From an optimization exercise on the open Yosys and OpenROAD flow, aimed at small area and a short achievable clock period; shortcuts taken in it are not production practice.
The RTL was checked by simulation tests, not by an equivalence proof against the original design.

== job 5070 ==
==> flow/design.v <==
package md_pkg;
  localparam logic [2:0] MD_NONE  = 3'd0;
  localparam logic [2:0] MD_MULT  = 3'd1;
  localparam logic [2:0] MD_MULTU = 3'd2;
  localparam logic [2:0] MD_DIV   = 3'd3;
  localparam logic [2:0] MD_DIVU  = 3'd4;
  localparam logic [2:0] MD_MTHI  = 3'd5;
  localparam logic [2:0] MD_MTLO  = 3'd6;
  function automatic logic md_is_mul(input logic [2:0] op);
    md_is_mul = op == MD_MULT || op == MD_MULTU;
  endfunction
  function automatic logic md_is_div(input logic [2:0] op);
    md_is_div = op == MD_DIV || op == MD_DIVU;
  endfunction
  function automatic logic md_is_multdiv(input logic [2:0] op);
    md_is_multdiv = md_is_mul(op) || md_is_div(op);
  endfunction
  function automatic logic [31:0] md_cneg(input logic [31:0] x, input logic s);
    logic any;
    any = 1'b0;
    for (int i = 0; i < 32; i++) begin
      md_cneg[i] = x[i] ^ (s & any);
      any        = any | x[i];
    end
  endfunction
endpackage
module md_brow
(
  input  logic [31:0] p,
  input  logic [32:0] x,
  input  logic [2:0]  m,
  output logic [31:0] pn,
  output logic [1:0]  o
);
  logic        one, two, neg;
  logic [33:0] xs, ad, pe, s;
  logic [34:0] c;
  assign one  = m[1] ^ m[0];
  assign two  = m[2] ? !m[1] && !m[0] : m[1] && m[0];
  assign neg  = m[2];
  assign xs   = {x[32], x};
  assign ad   = (({34{one}} & xs) | ({34{two}} & {xs[32:0], 1'b0})) ^ {34{neg}};
  assign pe   = {{2{p[31]}}, p};
  assign c[0] = neg;
  for (genvar i = 0; i < 34; i++) begin : g_fa
    assign s[i]   = pe[i] ^ ad[i] ^ c[i];
    assign c[i+1] = (pe[i] & ad[i]) | (c[i] & (pe[i] | ad[i]));
  end
  assign o  = s[1:0];
  assign pn = s[33:2];
endmodule
module md_drow
(
  input  logic [31:0] r,
  input  logic        bin,
  input  logic [31:0] xd,
  input  logic        cin,
  output logic [31:0] rn,
  output logic        q
);
  logic [32:0] rp;
  logic [31:0] t;
  logic [32:0] c;
  assign rp   = {r, bin};
  assign c[0] = cin;
  for (genvar i = 0; i < 32; i++) begin : g_fa
    assign t[i]   = rp[i] ^ xd[i] ^ c[i];
    assign c[i+1] = (rp[i] & xd[i]) | (c[i] & (rp[i] | xd[i]));
  end
  assign q  = rp[32] | c[32];
  assign rn = q ? t : rp[31:0];
endmodule
module muldiv_ctrl
#(
  parameter int MULT_CYCLES = 5,
  parameter int DIV_CYCLES  = 10
) (
  input  logic        clk,
  input  logic        reset_n,
  input  logic        start,
  input  logic [2:0]  op,
  input  logic [31:0] a,
  input  logic [31:0] b,
  input  logic        IntReq,
  output logic        busy,
  output logic        md_stall,
  output logic [31:0] hi,
  output logic [31:0] lo
);
  logic [3:0]  cnt;
  logic [31:0] x;       
  logic [31:0] p;       
  logic [31:0] y;       
  logic        f_div, f_sgn, f_cin, f_negq, f_negr, f_dz, f_q31, f_q30;
  logic is_mul, is_div, sgn, accept, last;
  assign is_mul   = md_pkg::md_is_mul(op);
  assign is_div   = md_pkg::md_is_div(op);
  assign sgn      = op == md_pkg::MD_MULT || op == md_pkg::MD_DIV;
  assign busy     = cnt != 4'd0;
  assign md_stall = busy || (start && md_pkg::md_is_multdiv(op));
  assign accept   = start && !IntReq && !busy && op != md_pkg::MD_NONE;
  assign last     = cnt == 4'd1;
  logic [31:0] xi;      
  logic [5:0]  yi;      
  logic [4:0]  ym;      
  logic        si;      
  logic        f_ov;    
  logic [31:0] mp [0:3];
  logic [5:0]  mo;
  assign xi    = (x & {32{busy}}) | ((b ^ {32{is_div && !(sgn && b[31])}}) & {32{!busy}});
  assign yi    = busy ? y[11:6] : a[5:0];
  assign si    = busy ? f_sgn : sgn;
  assign ym    = {last ? {2{si & yi[1]}} : yi[3:2], yi[1:0], busy & f_ov};
  assign mp[0] = busy ? p : 32'd0;
  for (genvar r = 0; r < 3; r++) begin : g_mrow
    md_brow u_row (
      .p (mp[r]),
      .x ({si & xi[31], xi}),
      .m (r == 2 ? {yi[5:4], ym[4]} : ym[2*r+2:2*r]),
      .pn(mp[r+1]),
      .o (mo[2*r+1:2*r])
    );
  end
  logic [31:0] dr [0:3];
  logic [2:0]  dq;
  assign dr[0] = p;
  for (genvar r = 0; r < 3; r++) begin : g_drow
    md_drow u_row (
      .r  (dr[r]),
      .bin(y[29-r]),
      .xd (x),
      .cin(f_cin),
      .rn (dr[r+1]),
      .q  (dq[2-r])
    );
  end
  logic        negb;
  logic [31:0] am;      
  logic [1:0]  dl;      
  logic        dsmall;  
  logic        d1, d2, d3, q31, q30;
  logic [1:0]  r2;
  assign negb   = sgn && b[31];
  assign am     = md_pkg::md_cneg(busy ? {f_q31, f_q30, y[26:0], dq} : a,
                                  busy ? f_negq : is_div && sgn && a[31]);
  assign dl     = negb ? {b[1] ^ b[0], b[0]} : b[1:0];
  assign dsmall = negb ? &b[31:2] : ~|b[31:2];
  assign d1     = dsmall && dl == 2'd1;
  assign d2     = dsmall && dl == 2'd2;
  assign d3     = dsmall && dl == 2'd3;
  assign q31    = d1 && am[31];
  assign q30    = d1 ? am[30] : d2 ? am[31] : d3 && am[31] && am[30];
  assign r2     = (d1 || d2 && am[31] || d3 && am[31] && am[30]) ? {1'b0, d2 && am[30]} :
                  d2 ? {1'b0, am[30]} : am[31:30];
  always_ff @(posedge clk) x <= xi;
  always_ff @(posedge clk) begin
    f_ov <= yi[5];
    if (!busy) begin
      f_div  <= is_div;
      f_sgn  <= sgn;
      f_cin  <= !negb;
      f_negq <= sgn && (a[31] ^ b[31]);
      f_negr <= sgn && a[31];
      f_dz   <= b == 32'd0;
      f_q31  <= q31;
      f_q30  <= q30;
      p      <= is_div ? {30'd0, r2} : mp[3];
      y      <= {am[31:6], is_div ? am[5:0] : mo};
    end else if (f_div) begin
      p <= dr[3];
      y <= {y[28:0], dq};
    end else begin
      p <= mp[3];
      y <= {mo, y[31:12], y[5:0]};
    end
  end
  always_ff @(posedge clk or negedge reset_n) begin
    if (!reset_n) begin
      cnt <= 4'd0;
      hi  <= 32'd0;
      lo  <= 32'd0;
    end else begin
      if (busy)
        cnt <= cnt - 4'd1;
      else if (accept && is_mul)
        cnt <= 4'(MULT_CYCLES);
      else if (accept && is_div)
        cnt <= 4'(DIV_CYCLES);
      if (accept && op == md_pkg::MD_MTHI)
        hi <= a;
      if (accept && op == md_pkg::MD_MTLO)
        lo <= am;
      if (last && !f_div) begin
        hi <= {mp[2][29:0], mo[3:2]};
        lo <= {mo[1:0], y[31:8], y[5:0]};
      end
      if (last && f_div && !f_dz) begin
        hi <= md_pkg::md_cneg(dr[3], f_negr);
        lo <= am;
      end
    end
  end
endmodule
export LEC_CHECK = 0
export ABC_AREA = 1
export CAP_MARGIN = 10
export CORE_MARGIN = 2
export CORE_UTILIZATION = 40
export SLEW_MARGIN = 10
create_clock -name core_clock -period 120.0 [get_ports {clk}]
standard.sh (not shown) runs the stock make flow with config.mk's settings and CLKGATE_MAP_FILE= SYNTH_SCRIPT=/design/flow/synth_recipe.tcl, a recipe that flattens the netlist after the stock synthesis.
==> flow/flow/run.sh <==
#!/bin/bash
set -euo pipefail
cp standard.sh standard.sh.txt
export BUFFER_PORTS_ARGS="-buffer_cell sky130_fd_sc_hd__buf_1"
export SETUP_SLACK_MARGIN=72
export SETUP_MOVE_SEQUENCE="unbuffer,sizeup,swap,clone"
bash standard.sh > standard.log 2>&1
Edits applied to the flow inputs when going from job 5070 to job 3784:
--- a/flow/config.mk
+++ b/flow/config.mk
@@ -8,5 +8,8 @@
 export ABC_AREA = 1
-export CAP_MARGIN = 10
+export CAP_MARGIN = 40
 export CORE_MARGIN = 2
 export CORE_UTILIZATION = 40
-export SLEW_MARGIN = 10
+export CTS_BUF_LIST = sky130_fd_sc_hd__clkbuf_8
+export CTS_CLUSTER_DIAMETER = 60
+export CTS_CLUSTER_SIZE = 8
+export SLEW_MARGIN = 20
Notes after the runs:
- Between job 3784 and job 5070, the final design area excluding fillers is lower for job 3784.
- [compare] base=job 5070 new=job 3784: per-cell via count in the routed design essentially unchanged, total of hold buffers inserted after clock tree synthesis essentially unchanged.
- Fraction of synthesis flops using an asynchronous set or reset pin came out exactly the same in job 3784 and job 5070.
- Summary of job 3784 over job 5070: final worst-path cycle share was more or less identical; via count of the first global-routing pass was more or less identical.
- Job 3784 and job 5070 ended up with roughly the same clock period minus final worst setup slack.
- Looking at wire length of the first global-routing pass across job 3784 and job 5070, the one that comes out lower is job 3784.
- In job 3784, transition at the pin with the smallest max-transition slack is lower than in job 5070.
- Job 5070 ended up with op[1] as its first element of the critical path; job 3784 ended up with op[0].
Input-level comparison between job 6706 and job 3784:
--- a/flow/config.mk
+++ b/flow/config.mk
@@ -11,5 +11,4 @@
 export CORE_UTILIZATION = 40
-export CTS_BUF_LIST = sky130_fd_sc_hd__clkbuf_8
-export CTS_CLUSTER_DIAMETER = 60
-export CTS_CLUSTER_SIZE = 8
+export CTS_CLUSTER_DIAMETER = 150
+export CTS_CLUSTER_SIZE = 40
 export SLEW_MARGIN = 20
[summary]
- Going from job 3784 to job 6706, initial detailed-routing violation count grew slightly.
- Between job 3784 and job 6706, detailed-routed wire length on met2 increased.
- Re final antenna diode count: no difference whatsoever between job 3784 and job 6706.
- Compared with job 3784, job 6706 shows post-layout instance area that has gone up slightly.
- Via count of the first global-routing pass essentially unchanged between job 6706 and job 3784.
- Delta (job 6706 minus job 3784): clock tree skew after final layout lost 0.011 ns, wire length essentially unchanged, clock latency reported for the late side of the worst-skew pair went down, area growth from synthesis to layout now sits higher.
- Looking at worst hold margin, job 6706 sits 0.0074 ns lower than job 3784 does.

== maple ==
RTL: the design.v shown in full above, as it stands there.
==> flow/config.mk <==
export PLATFORM = sky130hd
export DESIGN_NAME = muldiv_ctrl
export DESIGN_NICKNAME = muldiv_ctrl
export VERILOG_FILES = /design/flow/design.v
export SDC_FILE = /design/flow/constraint.sdc
export NUM_CORES = 4
export LEC_CHECK = 0
export ABC_AREA = 1
export CAP_MARGIN = 40
export CORE_MARGIN = 2
export CORE_UTILIZATION = 40
export CTS_BUF_LIST = sky130_fd_sc_hd__clkbuf_8 sky130_fd_sc_hd__clkbuf_16
export SLEW_MARGIN = 20
==> flow/constraint.sdc <==
create_clock -name core_clock -period 120.0 [get_ports {clk}]
set_input_delay 24.0000 -clock core_clock [delete_from_list [all_inputs] [get_ports {clk}]]
set_output_delay 24.0000 -clock core_clock [all_outputs]
set_load 0.01 [all_outputs]
Scripts as last shown in full above: flow/flow/run.sh
diff inputs: maple => quartz
- CAP_MARGIN: 40 -> 20
- CTS_BUF_LIST: sky130_fd_sc_hd__clkbuf_8 sky130_fd_sc_hd__clkbuf_16 -> unset
### Flow results
- Setup slack: quartz vs maple — no meaningful difference
- For final worst-path cycle share, maple and quartz come out practically identical.
- | routed wire length | maple vs quartz | ≈ equal |
- quartz vs. maple: actual transition at the worst max-transition pin now larger; routed via count divided by cell count comparable.
- The final cell count of maple and that of quartz are within noise of each other.
## Diff of input files: pepper against quartz
- CAP_MARGIN now 40, was 20
### Flow results
pepper finished end to end and its layout was clean on timing, DRC and antenna.
quartz reached the final stage; the timing, DRC and antenna checks on its layout passed.
Diff pepper..quartz | overall via count from detail_route | negligible
pepper vs quartz, critical-path cell with the highest stage delay: buf_12 vs buf_8
In terms of fmax, pepper and quartz differ only marginally.
In terms of post-route worst setup slack, pepper and quartz differ only marginally.
The cell area of pepper was inferior to that of quartz.
Count of buffers not belonging to the clock network in the layout of pepper exceeds that of quartz by a few percent.
Compared pepper against quartz; final cell count within noise.

-- port drivers added, routing unchanged --
No port has a modelled driver above. Below, the same layouts with a new extraction and two added sets of constraints.
Step 1: set_driving_cell puts a clkbuf_16 on clk and a buf_2 on each other input, an assumption about the parent block.
Step 2 also shifts input and output timing later by t, the mid clock arrival at the registers, as if the neighbouring blocks saw the same clock.
a / b / c = no drivers / after step 1 / after step 2; a / b = the first two.
run	shift t [ns]	setup WS [ns]	worst setup path at the end
job 5070	0.530	71.357 / 71.301 / 71.301	input to output
job 3784	0.581	71.358 / 71.304 / 71.304	input to output
job 6706	0.524	71.358 / 71.304 / 71.304	input to output
maple	0.524	71.358 / 71.305 / 71.305	input to output
quartz	0.530	71.357 / 71.301 / 71.301	input to output
pepper	0.524	71.358 / 71.304 / 71.304	input to output
After both steps every run listed still meets setup and hold.
